This design comes from an exercise in tuning for small area on the open sky130 flow, not from production work. Function was checked by simulation only, so behaviour that the tests miss may differ from the original. No driver is modelled on the clock port, so clocking that relies on it looks cheaper here than on a real chip.

Setup of run A:
## ambient_light_brightness_tracker
module ambient_light_brightness_tracker (
    input  logic                  aclk,
    input  logic                  aresetn,
    input  logic                  cfg_wr_en,
    input  logic [alb_pkg::CFG_IDX_W-1:0]  cfg_index,
    input  logic [alb_pkg::CFG_W-1:0]      cfg_wdata,
    input  logic                  s_valid,
    output logic                  s_ready,
    input  logic [alb_pkg::SAMPLE_W-1:0]   s_light_sample,
    output logic                  m_valid,
    input  logic                  m_ready,
    output logic signed [alb_pkg::LEVEL_W-1:0] m_level,
    output logic                  m_level_written,
    output logic signed [alb_pkg::LEVEL_W-1:0] m_target_level
);
Settings: LEC_CHECK=0, ABC_AREA=1, CAP_MARGIN=20, CORE_MARGIN=2, CORE_UTILIZATION=40, CTS_BUF_LIST=sky130_fd_sc_hd__clkbuf_8, PLACE_DENSITY=0.6, SLEW_MARGIN=20; clock period 7.0 ns.
standard.sh (not shown) runs the stock make flow with config.mk's settings and CLKGATE_MAP_FILE= SYNTH_SCRIPT=/design/flow/synth_recipe.tcl, a recipe that flattens the netlist after the stock synthesis.
==> flow/flow/run.sh <==
#!/bin/bash
# Standard layout, with these changes: ABC maps for area only (flow/abc_area.script
# replaces ORFS's abc_area.script in a copy of the ORFS scripts), the port
# buffers are the smallest buffer, and clock tree synthesis builds its tree from
# clkbuf_4 without dummy loads, then upsizes to clkbuf_8 each clock buffer whose
# flip-flop clock pins would see a slew above 115 ps (flow/ckfix.tcl).
# Every tool's output goes to a log here (make_finish.log, and ORFS's own logs).
set -euo pipefail
rm -rf scr
cp -r "$FLOW_HOME/scripts" scr
cp flow/abc_area.script scr/abc_area.script
sed -i "s|^log_cmd clock_tree_synthesis {\*}\$cts_args\$|&\nsource $PWD/flow/ckfix.tcl\nck_fix 0.115 sky130_fd_sc_hd__clkbuf_8|" scr/cts.tcl
grep -q "ck_fix 0.115" scr/cts.tcl
bash standard.sh SCRIPTS_DIR="$PWD/scr" BUFFER_PORTS_ARGS="-buffer_cell sky130_fd_sc_hd__buf_1" \
    CTS_ARGS="-sink_clustering_enable -repair_clock_nets -buf_list sky130_fd_sc_hd__clkbuf_4 -dont_use_dummy_load" \
    > make_finish.log 2>&1
==> flow/flow/abc_area.script <==
strash
dch
map -a -B 0.9
mfs2
strash
dch
map -a -B 0.9
topo
==> flow/flow/ckfix.tcl <==
# Upsize clock buffers whose flip-flop clock pins see a slew above the limit.
proc ck_fix {limit bigger} {
  estimate_parasitics -placement
  set n 0
  foreach inst [get_cells *] {
    set c [get_property $inst ref_name]
    if {![string match "sky130_fd_sc_hd__clkbuf_*" $c] || $c eq $bigger} { continue }
    set worst 0
    foreach pin [get_pins -of_objects $inst -filter "direction == output"] {
      foreach l [get_pins -of_objects [get_nets -of_objects $pin] -filter "direction == input"] {
        if {[get_property $l name] ne "CLK"} { continue }
        set s [get_property $l slew_max]
        if {$s > $worst} { set worst $s }
      }
    }
    if {$worst > $limit} { replace_cell $inst $bigger; incr n }
  }
  puts "ck_fix: upsized $n clock buffers to $bigger"
}
Run A went all the way through the flow, and no timing, DRC or antenna check failed.
The following lists how run B was set up differently from run A:
==> flow/flow/run.sh <==
#!/bin/bash
# Standard layout, with three changes: ABC maps for area only (flow/abc_area.script
# replaces ORFS's abc_area.script in a copy of the ORFS scripts), the port
# buffers are the smallest buffer, and clock tree synthesis adds no dummy loads.
# Every tool's output goes to a log here.
set -euo pipefail
rm -rf scr
cp -r "$FLOW_HOME/scripts" scr
cp flow/abc_area.script scr/abc_area.script
bash standard.sh SCRIPTS_DIR="$PWD/scr" BUFFER_PORTS_ARGS="-buffer_cell sky130_fd_sc_hd__buf_1" RECOVER_POWER=100 \
    CTS_ARGS="-sink_clustering_enable -repair_clock_nets -buf_list sky130_fd_sc_hd__clkbuf_8 -dont_use_dummy_load" \
    > make_finish.log 2>&1
==> flow/flow/abc_area.script <==
strash
dch
map -a -B 0.9
strash
dch
map -a -B 0.9
topo
removed: flow/flow/ckfix.tcl
[summary]
Global-route usage over all layers: run B vs run A, no meaningful difference
The higher setup slack came out of run A.
Run A -> run B: register clock-pin slew on the reported worst setup and hold paths flat
No crash in run B: every stage finished, but the layout fails its final checks due to max-capacitance violations, max-slew violations.
Wire length | run B above run A
Re latest clock arrival within the worst-skew pair: run B is 0.10 ns down on run A.
Count of fill cells added during filler insertion across run B and run A: no real change.
Modified inputs, run C compared to run B
==> flow/flow/run.sh <==
#!/bin/bash
# Standard layout, with these changes: ABC maps for area only (flow/abc_area.script
# replaces ORFS's abc_area.script in a copy of the ORFS scripts), the port
# buffers are the smallest buffer, and clock tree synthesis builds its tree from
# clkbuf_4 without dummy loads, then upsizes to clkbuf_8 each clock buffer whose
# loads would see a slew above 105 ps (flow/ckfix.tcl).
# Every tool's output goes to a log here (make_finish.log, and ORFS's own logs).
set -euo pipefail
rm -rf scr
cp -r "$FLOW_HOME/scripts" scr
cp flow/abc_area.script scr/abc_area.script
sed -i "s|^log_cmd clock_tree_synthesis {\*}\$cts_args\$|&\nsource $PWD/flow/ckfix.tcl\nck_fix 0.105 sky130_fd_sc_hd__clkbuf_8|" scr/cts.tcl
grep -q "ck_fix 0.105" scr/cts.tcl
bash standard.sh SCRIPTS_DIR="$PWD/scr" BUFFER_PORTS_ARGS="-buffer_cell sky130_fd_sc_hd__buf_1" \
    CTS_ARGS="-sink_clustering_enable -repair_clock_nets -buf_list sky130_fd_sc_hd__clkbuf_4 -dont_use_dummy_load" \
    > make_finish.log 2>&1
==> flow/flow/abc_area.script <==
strash
dch
map -a -B 0.9
mfs2
strash
dch
map -a -B 0.9
topo
==> flow/flow/ckfix.tcl (new file) <==
# Upsize clock buffers whose flip-flop loads see a slew above the limit.
proc ck_fix {limit bigger} {
  estimate_parasitics -placement
  set n 0
  foreach inst [get_cells *] {
    set c [get_property $inst ref_name]
    if {![string match "sky130_fd_sc_hd__clkbuf_*" $c] || $c eq $bigger} { continue }
    set worst 0
    foreach pin [get_pins -of_objects $inst -filter "direction == output"] {
      foreach l [get_pins -of_objects [get_nets -of_objects $pin] -filter "direction == input"] {
        set s [get_property $l slew_max]
        if {$s > $worst} { set worst $s }
      }
    }
    if {$worst > $limit} { replace_cell $inst $bigger; incr n }
  }
  puts "ck_fix: upsized $n clock buffers to $bigger"
}
Notes after the runs:
Run C completed every stage of the flow, and the final layout passed the timing, DRC and antenna checks. Layout overhead on the synthesized area ends up lower on run C. Row register-to-register path setup slack: run C higher / run B lower. Post-synthesis xor/xnor area fraction: run C vs run B up 0.23 points.
## Diff of input files: run D against run C
- swapping 40 for 45 in CORE_UTILIZATION
==> flow/flow/run.sh <==
#!/bin/bash
# Standard layout, with three changes: ABC maps for area only (flow/abc_area.script
# replaces ORFS's abc_area.script in a copy of the ORFS scripts), the port
# buffers are the smallest buffer, and clock tree synthesis adds no dummy loads.
# Every tool's output goes to a log here.
set -euo pipefail
rm -rf scr
cp -r "$FLOW_HOME/scripts" scr
cp flow/abc_area.script scr/abc_area.script
bash standard.sh SCRIPTS_DIR="$PWD/scr" BUFFER_PORTS_ARGS="-buffer_cell sky130_fd_sc_hd__buf_1" \
    CTS_ARGS="-sink_clustering_enable -repair_clock_nets -buf_list sky130_fd_sc_hd__clkbuf_8 -dont_use_dummy_load" \
    > make_finish.log 2>&1
removed: flow/flow/ckfix.tcl
Findings:
Routed wire in run D totals less than in run C. On run D: overall track demand over capacity in global routing is 1.8 points higher than what run C gave. Taking run C as the reference, in run D flip-flop and latch share of the layout cell area has decreased, die outline area has decreased, pin slew with the least headroom to its limit has increased. Core utilization: run D higher than run C.
> inputs changed (run D -> run E)
- a change of CORE_UTILIZATION from 45 to 40
==> flow/flow/abc_area.script <==
strash
dch
map -a -B 0.9
strash
dch
map -a -B 0.9
topo
[summary]
Per the comparison of run E with run D, design area rose about 1%; fraction of the core area covered by cells at the end of the flow fell 5.4 points; global placer's final weighted congestion fell 8.2%; non-clock buffer count rose 3. Run E ends up with lower number of unique standard cell types used by synthesis than run D does. Run E against run D; fmax is up slightly. The synthesized area of run E is higher than that of run D. For horizontal die dimension, dividing the value from run E by the value from run D gives 1.06. Comparing run D and run E, the higher clock-pin transition on the worst setup and hold timing paths is on run E. Run E: setup skew after layout higher than run D.

==> separate check: timing with driven ports <==
No port has a modelled driver above. Below, the same layouts with a new extraction and two added sets of constraints.
Step 1 (the two cells are an assumption about what drives the block):
set clk [get_ports {aclk}]
set_driving_cell -lib_cell sky130_fd_sc_hd__clkbuf_16 $clk
set_driving_cell -lib_cell sky130_fd_sc_hd__buf_2 [delete_from_list [all_inputs] $clk]
Step 2 also shifts input and output timing later by t, the mid clock arrival at the registers, as if the neighbouring blocks saw the same clock.
Slacks: ideal ports / drivers / drivers and shift; pairs: ideal ports / drivers.
run	shift t [ns]	setup WS [ns]	worst setup path at the end	clock arrival spread, ns
run A	0.580	0.223 / 0.223 / -0.249	input to register	0.036 / 0.036
run B	0.476	0.172 / 0.172 / -0.194	input to register	0.044 / 0.044
run C	0.454	0.206 / 0.206 / -0.152	input to register	0.034 / 0.034
run D	0.460	0.093 / 0.093 / -0.157	input to register	0.025 / 0.024
run E	0.478	0.169 / 0.169 / -0.184	input to register	0.048 / 0.048
For run A, which loses most, drivers alone change the setup slack by 0.000 ns; drivers and shift together by -0.472 ns.
